Context: an optimization exercise on an open-source flow, tuned for small area, a short achievable clock period and few clock cycles per item. The choices shown serve that exercise and are no tape-out recipe.
Where RTL was checked, it was by simulation tests only, not by an equivalence proof against the original.
Power figures rest on the tool's default switching activity, not on a simulated workload.

==> module arithLane, before the edit <==
module arithLane (
	input wire busPkg::laneOp_t op_i,
	input wire logic kill_i,
	output logic wbValid_o,
	output busPkg::slotHalf_t half_o
);
	logic [15:0] p;
	logic [15:0] s;
	logic isAdd, isSub, isAnd, isOr, isXor, isShl, isShr, isMov;
	logic legalOp;
	logic keep;
	logic [15:0] sx;
	logic [17:0] sumRaw;
	logic [16:0] sumWide;
	logic [15:0] shIn;
	logic [15:0] shOut;
	logic [15:0] shRev;
	assign p = op_i.pOperand;
	assign s = op_i.sOperand;
	assign isAdd = op_i.opcode == 7'd1;
	assign isSub = op_i.opcode == 7'd2;
	assign isAnd = op_i.opcode == 7'd3;
	assign isOr = op_i.opcode == 7'd4;
	assign isXor = op_i.opcode == 7'd5;
	assign isShl = op_i.opcode == 7'd6;
	assign isShr = op_i.opcode == 7'd7;
	assign isMov = op_i.opcode == 7'd8;
	assign legalOp = (op_i.opcode != 7'd0) && (op_i.opcode <= 7'd8);
	assign wbValid_o = op_i.isWb && legalOp;
	assign keep = wbValid_o && !kill_i;
	assign sx = op_i.opcode[1] ? ~s : s;
	assign sumRaw = {1'b0, p, 1'b1} + {1'b0, sx, op_i.opcode[1]};
	assign sumWide = sumRaw[17:1];
	always_comb
	begin
		for (int i = 0; i < 16; i++)
		begin
			shIn[i] = op_i.opcode[0] ? p[i] : p[15-i];
		end
	end
	assign shOut = shIn >> s[3:0];
	always_comb
	begin
		for (int i = 0; i < 16; i++)
		begin
			shRev[i] = shOut[15-i];
		end
	end
	assign half_o.wbAddr = keep ? op_i.wbAddr : 5'd0;
	assign half_o.wbData = ({16{keep && (isAdd || isSub)}} & sumWide[15:0])
		| ({16{keep && isAnd}} & (p & s))
		| ({16{keep && isOr}} & (p | s))
		| ({16{keep && isXor}} & (p ^ s))
		| ({16{keep && isShl}} & shRev)
		| ({16{keep && isShr}} & shOut)
		| ({16{keep && isMov}} & s);
	assign half_o.code[1] = keep && (isAdd || isSub) && (sumWide[16] ^ op_i.opcode[1]);
	assign half_o.code[0] = keep && !(isAdd && sumWide[16]);
endmodule
clock: 4.0 ns
lec_check: 0
cap_margin: 20
core_margin: 2
core_utilization: 40
cts_buf_list: sky130_fd_sc_hd__clkbuf_4 sky130_fd_sc_hd__clkbuf_8
setup_slack_margin: 1.2
slew_margin: 20
standard.sh (not shown) runs the stock make flow with config.mk's settings and CLKGATE_MAP_FILE= SYNTH_SCRIPT=/design/flow/synth_recipe.tcl, a recipe that flattens the netlist after the stock synthesis.
==> flow/flow/run.sh <==
#!/bin/bash
# Standard ORFS layout (the standard.sh, synthesis unchanged), with plain
# buffers on the ports instead of the default delay-cell buffers, plus the
# settings in flow/extra.env. Each tool's full output goes to its own log
# here; ORFS's per-step logs are under orfs/logs/.
set -euo pipefail
export BUFFER_PORTS_ARGS="-buffer_cell sky130_fd_sc_hd__buf_1"
if [[ -f flow/extra.env ]]; then
  set -a
  source flow/extra.env
  set +a
fi
bash standard.sh synth > synth.log 2>&1
bash standard.sh finish > layout.log 2>&1
The starting point went through all stages and came out clean.
Testbench counts at the start, summed over its fixed seeds: cycles 4,247, items 3,200.
Edit:
--- a/flow/design.v
+++ b/flow/design.v
@@ -115,11 +115,9 @@
 	logic isAdd, isSub, isAnd, isOr, isXor, isShl, isShr, isMov;
 	logic legalOp;
 	logic keep;
 	logic [15:0] sx;
-	logic [17:0] sumRaw;
 	logic [16:0] sumWide;
-	logic [15:0] shIn;
 	logic [15:0] shOut;
 	logic [15:0] shRev;
 	assign p = op_i.pOperand;
 	assign s = op_i.sOperand;
@@ -134,33 +132,51 @@
 	assign legalOp = (op_i.opcode != 7'd0) && (op_i.opcode <= 7'd8);
 	assign wbValid_o = op_i.isWb && legalOp;
 	assign keep = wbValid_o && !kill_i;
 	assign sx = op_i.opcode[1] ? ~s : s;
-	assign sumRaw = {1'b0, p, 1'b1} + {1'b0, sx, op_i.opcode[1]};
-	assign sumWide = sumRaw[17:1];
 	always_comb
 	begin
-		for (int i = 0; i < 16; i++)
-		begin
-			shIn[i] = op_i.opcode[0] ? p[i] : p[15-i];
-		end
-	end
-	assign shOut = shIn >> s[3:0];
+		logic [16:0] g;
+		logic [16:0] t;
+		g = {p & sx & {16{!op_i.opcode[2]}}, op_i.opcode[1] & !op_i.opcode[2]};
+		t = {p ^ sx, 1'b0};
+		for (int l = 0; l < 5; l++)
+		begin
+			for (int i = 16; i >= 0; i--)
+			begin
+				if (((i >> l) & 1) == 1)
+				begin
+					g[i] = g[i] | (t[i] & g[((i >> l) << l) - 1]);
+					t[i] = t[i] & t[((i >> l) << l) - 1];
+				end
+			end
+		end
+		sumWide = {g[16], p ^ sx ^ g[15:0]};
+	end
 	always_comb
 	begin
-		for (int i = 0; i < 16; i++)
-		begin
-			shRev[i] = shOut[15-i];
-		end
+		logic [15:0] l;
+		logic [15:0] r;
+		l = p;
+		r = p;
+		l = s[3] ? {l[7:0], 8'd0} : l;
+		r = s[3] ? {8'd0, r[15:8]} : r;
+		l = s[2] ? {l[11:0], 4'd0} : l;
+		r = s[2] ? {4'd0, r[15:4]} : r;
+		l = s[1] ? {l[13:0], 2'd0} : l;
+		r = s[1] ? {2'd0, r[15:2]} : r;
+		l = s[0] ? {l[14:0], 1'd0} : l;
+		r = s[0] ? {1'd0, r[15:1]} : r;
+		shRev = l;
+		shOut = r;
 	end
 	assign half_o.wbAddr = keep ? op_i.wbAddr : 5'd0;
-	assign half_o.wbData = ({16{keep && (isAdd || isSub)}} & sumWide[15:0])
+	assign half_o.wbData = ({16{keep && (isAdd || isSub || isXor)}} & sumWide[15:0])
 		| ({16{keep && isAnd}} & (p & s))
 		| ({16{keep && isOr}} & (p | s))
-		| ({16{keep && isXor}} & (p ^ s))
+		| ({16{keep && isMov}} & s)
 		| ({16{keep && isShl}} & shRev)
-		| ({16{keep && isShr}} & shOut)
-		| ({16{keep && isMov}} & s);
+		| ({16{keep && isShr}} & shOut);
 	assign half_o.code[1] = keep && (isAdd || isSub) && (sumWide[16] ^ op_i.opcode[1]);
 	assign half_o.code[0] = keep && !(isAdd && sumWide[16]);
 endmodule
 `default_nettype wire
Result:
- The changed run completed without violations
- die area is lower by 4.4%
- synthesized cell count came out lower by about 2.2%
- total power falls by about 2%
- synthesized area is lower by about 4.5%
- register-to-register slack gains 0.02 ns
- critical path depth climbs by 3
- global-route usage came out higher by 1.6 points
- worst setup slack gets worse by 0.14 ns
- sequential share of layout area rose by 0.25 points
- sequential cell count is unchanged
Function not checked in the second run of this note: the RTL went through the layout flow alone.

* * *

vliwExecCore, a different RTL version from the one above (not shown whole).
Size: ~1100 cells after synthesis, about 200 flip-flops, roughly 140 I/O pins.
==> module arithLane, before the edit <==
module arithLane (
	input wire busPkg::laneOp_t op_i,
	input wire logic kill_i,
	output logic wbValid_o,
	output busPkg::slotHalf_t half_o
);
	logic [15:0] p;
	logic [15:0] s;
	logic isAdd, isSub, isAnd, isOr, isXor, isShl, isShr, isMov;
	logic legalOp;
	logic keep;
	logic [15:0] sx;
	logic [16:0] sumWide;
	logic [15:0] shOut;
	logic [15:0] shRev;
	assign p = op_i.pOperand;
	assign s = op_i.sOperand;
	assign isAdd = op_i.opcode == 7'd1;
	assign isSub = op_i.opcode == 7'd2;
	assign isAnd = op_i.opcode == 7'd3;
	assign isOr = op_i.opcode == 7'd4;
	assign isXor = op_i.opcode == 7'd5;
	assign isShl = op_i.opcode == 7'd6;
	assign isShr = op_i.opcode == 7'd7;
	assign isMov = op_i.opcode == 7'd8;
	assign legalOp = (op_i.opcode != 7'd0) && (op_i.opcode <= 7'd8);
	assign wbValid_o = op_i.isWb && legalOp;
	assign keep = wbValid_o && !kill_i;
	assign sx[7:0] = op_i.opcode[1] ? ~s[7:0] : s[7:0];
	assign sx[15:8] = op_i.opcode[0] ? s[15:8] : ~s[15:8];
	always_comb
	begin
		logic [16:0] g;
		logic [16:0] t;
		g = {p & sx & {16{!op_i.opcode[2]}}, op_i.opcode[1] & !op_i.opcode[2]};
		t = {p ^ sx, 1'b0};
		for (int l = 0; l < 5; l++)
		begin
			for (int i = 16; i >= 0; i--)
			begin
				if (((i >> l) & 1) == 1)
				begin
					g[i] = g[i] | (t[i] & g[((i >> l) << l) - 1]);
					t[i] = t[i] & t[((i >> l) << l) - 1];
				end
			end
		end
		sumWide = {g[16], p ^ sx ^ g[15:0]};
	end
	always_comb
	begin
		logic [15:0] r;
		for (int i = 0; i < 16; i++)
		begin
			r[i] = op_i.opcode[0] ? p[i] : p[15-i];
		end
		r = s[3] ? {8'd0, r[15:8]} : r;
		r = s[2] ? {4'd0, r[15:4]} : r;
		r = s[1] ? {2'd0, r[15:2]} : r;
		r = s[0] ? {1'd0, r[15:1]} : r;
		shOut = r;
		for (int i = 0; i < 16; i++)
		begin
			shRev[i] = r[15-i];
		end
	end
	assign half_o.wbAddr = keep ? op_i.wbAddr : 5'd0;
	assign half_o.wbData = ({16{keep && (isAdd || isSub || isXor)}} & sumWide[15:0])
		| ({16{keep && isAnd}} & (p & s))
		| ({16{keep && isOr}} & (p | s))
		| ({16{keep && isMov}} & s)
		| ({16{keep && isShl}} & shRev)
		| ({16{keep && isShr}} & shOut);
	assign half_o.code[1] = keep && (isAdd || isSub) && (sumWide[16] ^ op_i.opcode[1]);
	assign half_o.code[0] = keep && !(isAdd && sumWide[16]);
endmodule
==> flow/config.mk <==
export PLATFORM = sky130hd
export DESIGN_NAME = vliwExecCore
export DESIGN_NICKNAME = vliwExecCore
export VERILOG_FILES = /design/flow/design.v
export SDC_FILE = /design/flow/constraint.sdc
export NUM_CORES = 4
export LEC_CHECK = 0
export CAP_MARGIN = 20
export CORE_MARGIN = 2
export CORE_UTILIZATION = 40
export CTS_BUF_LIST = sky130_fd_sc_hd__clkbuf_4 sky130_fd_sc_hd__clkbuf_8
export SETUP_SLACK_MARGIN = 1.0
export SLEW_MARGIN = 20
==> flow/constraint.sdc <==
create_clock -name core_clock -period 4.0 [get_ports {clock_i}]
set_input_delay 0.8000 -clock core_clock [delete_from_list [all_inputs] [get_ports {clock_i}]]
set_output_delay 0.8000 -clock core_clock [all_outputs]
set_load 0.01 [all_outputs]
Scripts as last shown in full above: flow/flow/run.sh
The first run finished clean.
Next try:
--- a/flow/design.v
+++ b/flow/design.v
@@ -147,16 +147,20 @@
 		logic [16:0] t;
 		g = {p & sx & {16{!op_i.opcode[2]}}, op_i.opcode[1] & !op_i.opcode[2]};
 		t = {p ^ sx, 1'b0};
 		for (int l = 0; l < 5; l++)
 		begin
-			for (int i = 16; i >= 0; i--)
+			logic [16:0] gPrev;
+			logic [16:0] tPrev;
+			gPrev = g;
+			tPrev = t;
+			for (int i = 0; i < 17; i++)
 			begin
-				if (((i >> l) & 1) == 1)
+				if (i >= (1 << l))
 				begin
-					g[i] = g[i] | (t[i] & g[((i >> l) << l) - 1]);
-					t[i] = t[i] & t[((i >> l) << l) - 1];
+					g[i] = gPrev[i] | (tPrev[i] & gPrev[i - (1 << l)]);
+					t[i] = tPrev[i] & tPrev[i - (1 << l)];
 				end
 			end
 		end
 		sumWide = {g[16], p ^ sx ^ g[15:0]};
 	end
Non-clock buffer count is lower by 34.
Clock-buffer cell count is lower by 2.
Total power is lower by 0.56%.
Wire length is higher by 3.3%.
Area after synthesis is higher by 3.8%.
Worst hold slack is worse by 0.0047 ns.
Global-route usage is lower by 0.31 points.
Testbench counts after the change, summed over its fixed seeds: cycles 4,247, items 3,200.
Function not checked in the first run of this note: the RTL went through the layout flow alone.

* * *

vliwExecCore with an RTL version that a note above also has.
Size in the first run: about 1200 cells after synthesis, roughly 200 flip-flops, about 140 I/O pins, ~13000 µm² of cells after synthesis.
==> module arithLane, before the edit <==
module arithLane (
	input wire busPkg::laneOp_t op_i,
	input wire logic kill_i,
	output logic wbValid_o,
	output busPkg::slotHalf_t half_o
);
	logic [15:0] p;
	logic [15:0] s;
	logic isAdd, isSub, isAnd, isOr, isXor, isShl, isShr, isMov;
	logic legalOp;
	logic keep;
	logic [15:0] sx;
	logic [16:0] sumWide;
	logic [15:0] shOut;
	logic [15:0] shRev;
	assign p = op_i.pOperand;
	assign s = op_i.sOperand;
	assign isAdd = op_i.opcode == 7'd1;
	assign isSub = op_i.opcode == 7'd2;
	assign isAnd = op_i.opcode == 7'd3;
	assign isOr = op_i.opcode == 7'd4;
	assign isXor = op_i.opcode == 7'd5;
	assign isShl = op_i.opcode == 7'd6;
	assign isShr = op_i.opcode == 7'd7;
	assign isMov = op_i.opcode == 7'd8;
	assign legalOp = (op_i.opcode != 7'd0) && (op_i.opcode <= 7'd8);
	assign wbValid_o = op_i.isWb && legalOp;
	assign keep = wbValid_o && !kill_i;
	assign sx[7:0] = op_i.opcode[1] ? ~s[7:0] : s[7:0];
	assign sx[15:8] = op_i.opcode[0] ? s[15:8] : ~s[15:8];
	always_comb
	begin
		logic [16:0] g;
		logic [16:0] t;
		g = {p & sx & {16{!op_i.opcode[2]}}, op_i.opcode[1] & !op_i.opcode[2]};
		t = {p ^ sx, 1'b0};
		for (int l = 0; l < 5; l++)
		begin
			logic [16:0] gPrev;
			logic [16:0] tPrev;
			gPrev = g;
			tPrev = t;
			for (int i = 0; i < 17; i++)
			begin
				if (i >= (1 << l))
				begin
					g[i] = gPrev[i] | (tPrev[i] & gPrev[i - (1 << l)]);
					t[i] = tPrev[i] & tPrev[i - (1 << l)];
				end
			end
		end
		sumWide = {g[16], p ^ sx ^ g[15:0]};
	end
	always_comb
	begin
		logic [15:0] r;
		for (int i = 0; i < 16; i++)
		begin
			r[i] = op_i.opcode[0] ? p[i] : p[15-i];
		end
		r = s[3] ? {8'd0, r[15:8]} : r;
		r = s[2] ? {4'd0, r[15:4]} : r;
		r = s[1] ? {2'd0, r[15:2]} : r;
		r = s[0] ? {1'd0, r[15:1]} : r;
		shOut = r;
		for (int i = 0; i < 16; i++)
		begin
			shRev[i] = r[15-i];
		end
	end
	assign half_o.wbAddr = keep ? op_i.wbAddr : 5'd0;
	assign half_o.wbData = ({16{keep && (isAdd || isSub || isXor)}} & sumWide[15:0])
		| ({16{keep && isAnd}} & (p & s))
		| ({16{keep && isOr}} & (p | s))
		| ({16{keep && isMov}} & s)
		| ({16{keep && isShl}} & shRev)
		| ({16{keep && isShr}} & shOut);
	assign half_o.code[1] = keep && (isAdd || isSub) && (sumWide[16] ^ op_i.opcode[1]);
	assign half_o.code[0] = keep && !(isAdd && sumWide[16]);
endmodule
export LEC_CHECK = 0
export CAP_MARGIN = 20
export CORE_MARGIN = 2
export CORE_UTILIZATION = 40
export CTS_BUF_LIST = sky130_fd_sc_hd__clkbuf_4 sky130_fd_sc_hd__clkbuf_8
export SETUP_SLACK_MARGIN = 1.2
export SLEW_MARGIN = 20
create_clock -name core_clock -period 4.0 [get_ports {clock_i}]
Scripts as last shown in full above: flow/flow/run.sh
Testbench counts at the start, summed over its fixed seeds: cycles 4,247, items 3,200.
Next try:
--- a/flow/design.v
+++ b/flow/design.v
@@ -141,30 +141,33 @@
 	assign keep = wbValid_o && !kill_i;
 	assign sx[7:0] = op_i.opcode[1] ? ~s[7:0] : s[7:0];
 	assign sx[15:8] = op_i.opcode[0] ? s[15:8] : ~s[15:8];
 	always_comb
 	begin
-		logic [16:0] g;
-		logic [16:0] t;
-		g = {p & sx & {16{!op_i.opcode[2]}}, op_i.opcode[1] & !op_i.opcode[2]};
-		t = {p ^ sx, 1'b0};
-		for (int l = 0; l < 5; l++)
-		begin
-			logic [16:0] gPrev;
-			logic [16:0] tPrev;
+		logic cin;
+		logic [15:0] g;
+		logic [15:0] t;
+		logic [15:0] gPrev;
+		logic [15:0] tPrev;
+		cin = op_i.opcode[1] && !op_i.opcode[2];
+		g = p & sx & {16{!op_i.opcode[2]}};
+		t = p ^ sx;
+		g[0] = g[0] | (t[0] & cin);
+		for (int l = 0; l < 4; l++)
+		begin
 			gPrev = g;
 			tPrev = t;
-			for (int i = 0; i < 17; i++)
+			for (int i = 0; i < 16; i++)
 			begin
 				if (i >= (1 << l))
 				begin
 					g[i] = gPrev[i] | (tPrev[i] & gPrev[i - (1 << l)]);
 					t[i] = tPrev[i] & tPrev[i - (1 << l)];
 				end
 			end
 		end
-		sumWide = {g[16], p ^ sx ^ g[15:0]};
+		sumWide = {g[15], p ^ sx ^ {g[14:0], cin}};
 	end
 	always_comb
 	begin
 		logic [15:0] r;
 		for (int i = 0; i < 16; i++)
Outcome: Sequential cell count does not change. Synthesized cell count goes up by 2.0%. Global-route usage shrinks by 0.26 points. Setup slack is worse by 190 ps. Total power fell by 1.8%. Area after synthesis is lower by 0.36%. Via count went up by 2.0%.
Function not checked in the second run of this note: the RTL went through the layout flow alone.

## what the ideal ports hide
How much do the figures lean on ideal ports? The routed layouts below were timed once more, with nothing changed but the port constraints.
Step 1 assumes that a clkbuf_16 drives the clock port and a buf_2 every other input.
Step 2 times the ports against the registers' clock, not the clock port: input delays grow and output delays shrink by t, the midpoint of the rising clock arrivals with the driver on.
Slacks: no drivers / after step 1 / after step 2; pairs: no drivers / after step 1.
run	t, ns	setup slack, ns	worst hold slack (ns)
the first run of note 1	0.480	0.996 / 0.932 / 0.452	0.522 / 0.522 / 0.522
the second run of note 1	0.489	0.860 / 0.854 / 0.365	0.526 / 0.526 / 0.526
the first run of note 2	0.493	0.859 / 0.860 / 0.367	0.537 / 0.537 / 0.537
the second run of note 2	0.482	1.033 / 1.052 / 0.570	0.533 / 0.533 / 0.533
the first run of note 3	0.481	1.165 / 1.156 / 0.674	0.529 / 0.529 / 0.529
the second run of note 3	0.469	0.975 / 0.962 / 0.494	0.529 / 0.529 / 0.529
After both steps every run listed still meets setup and hold. For the first run of note 1, which loses most, drivers alone change the setup slack by -0.064 ns; drivers and shift together by -0.544 ns.
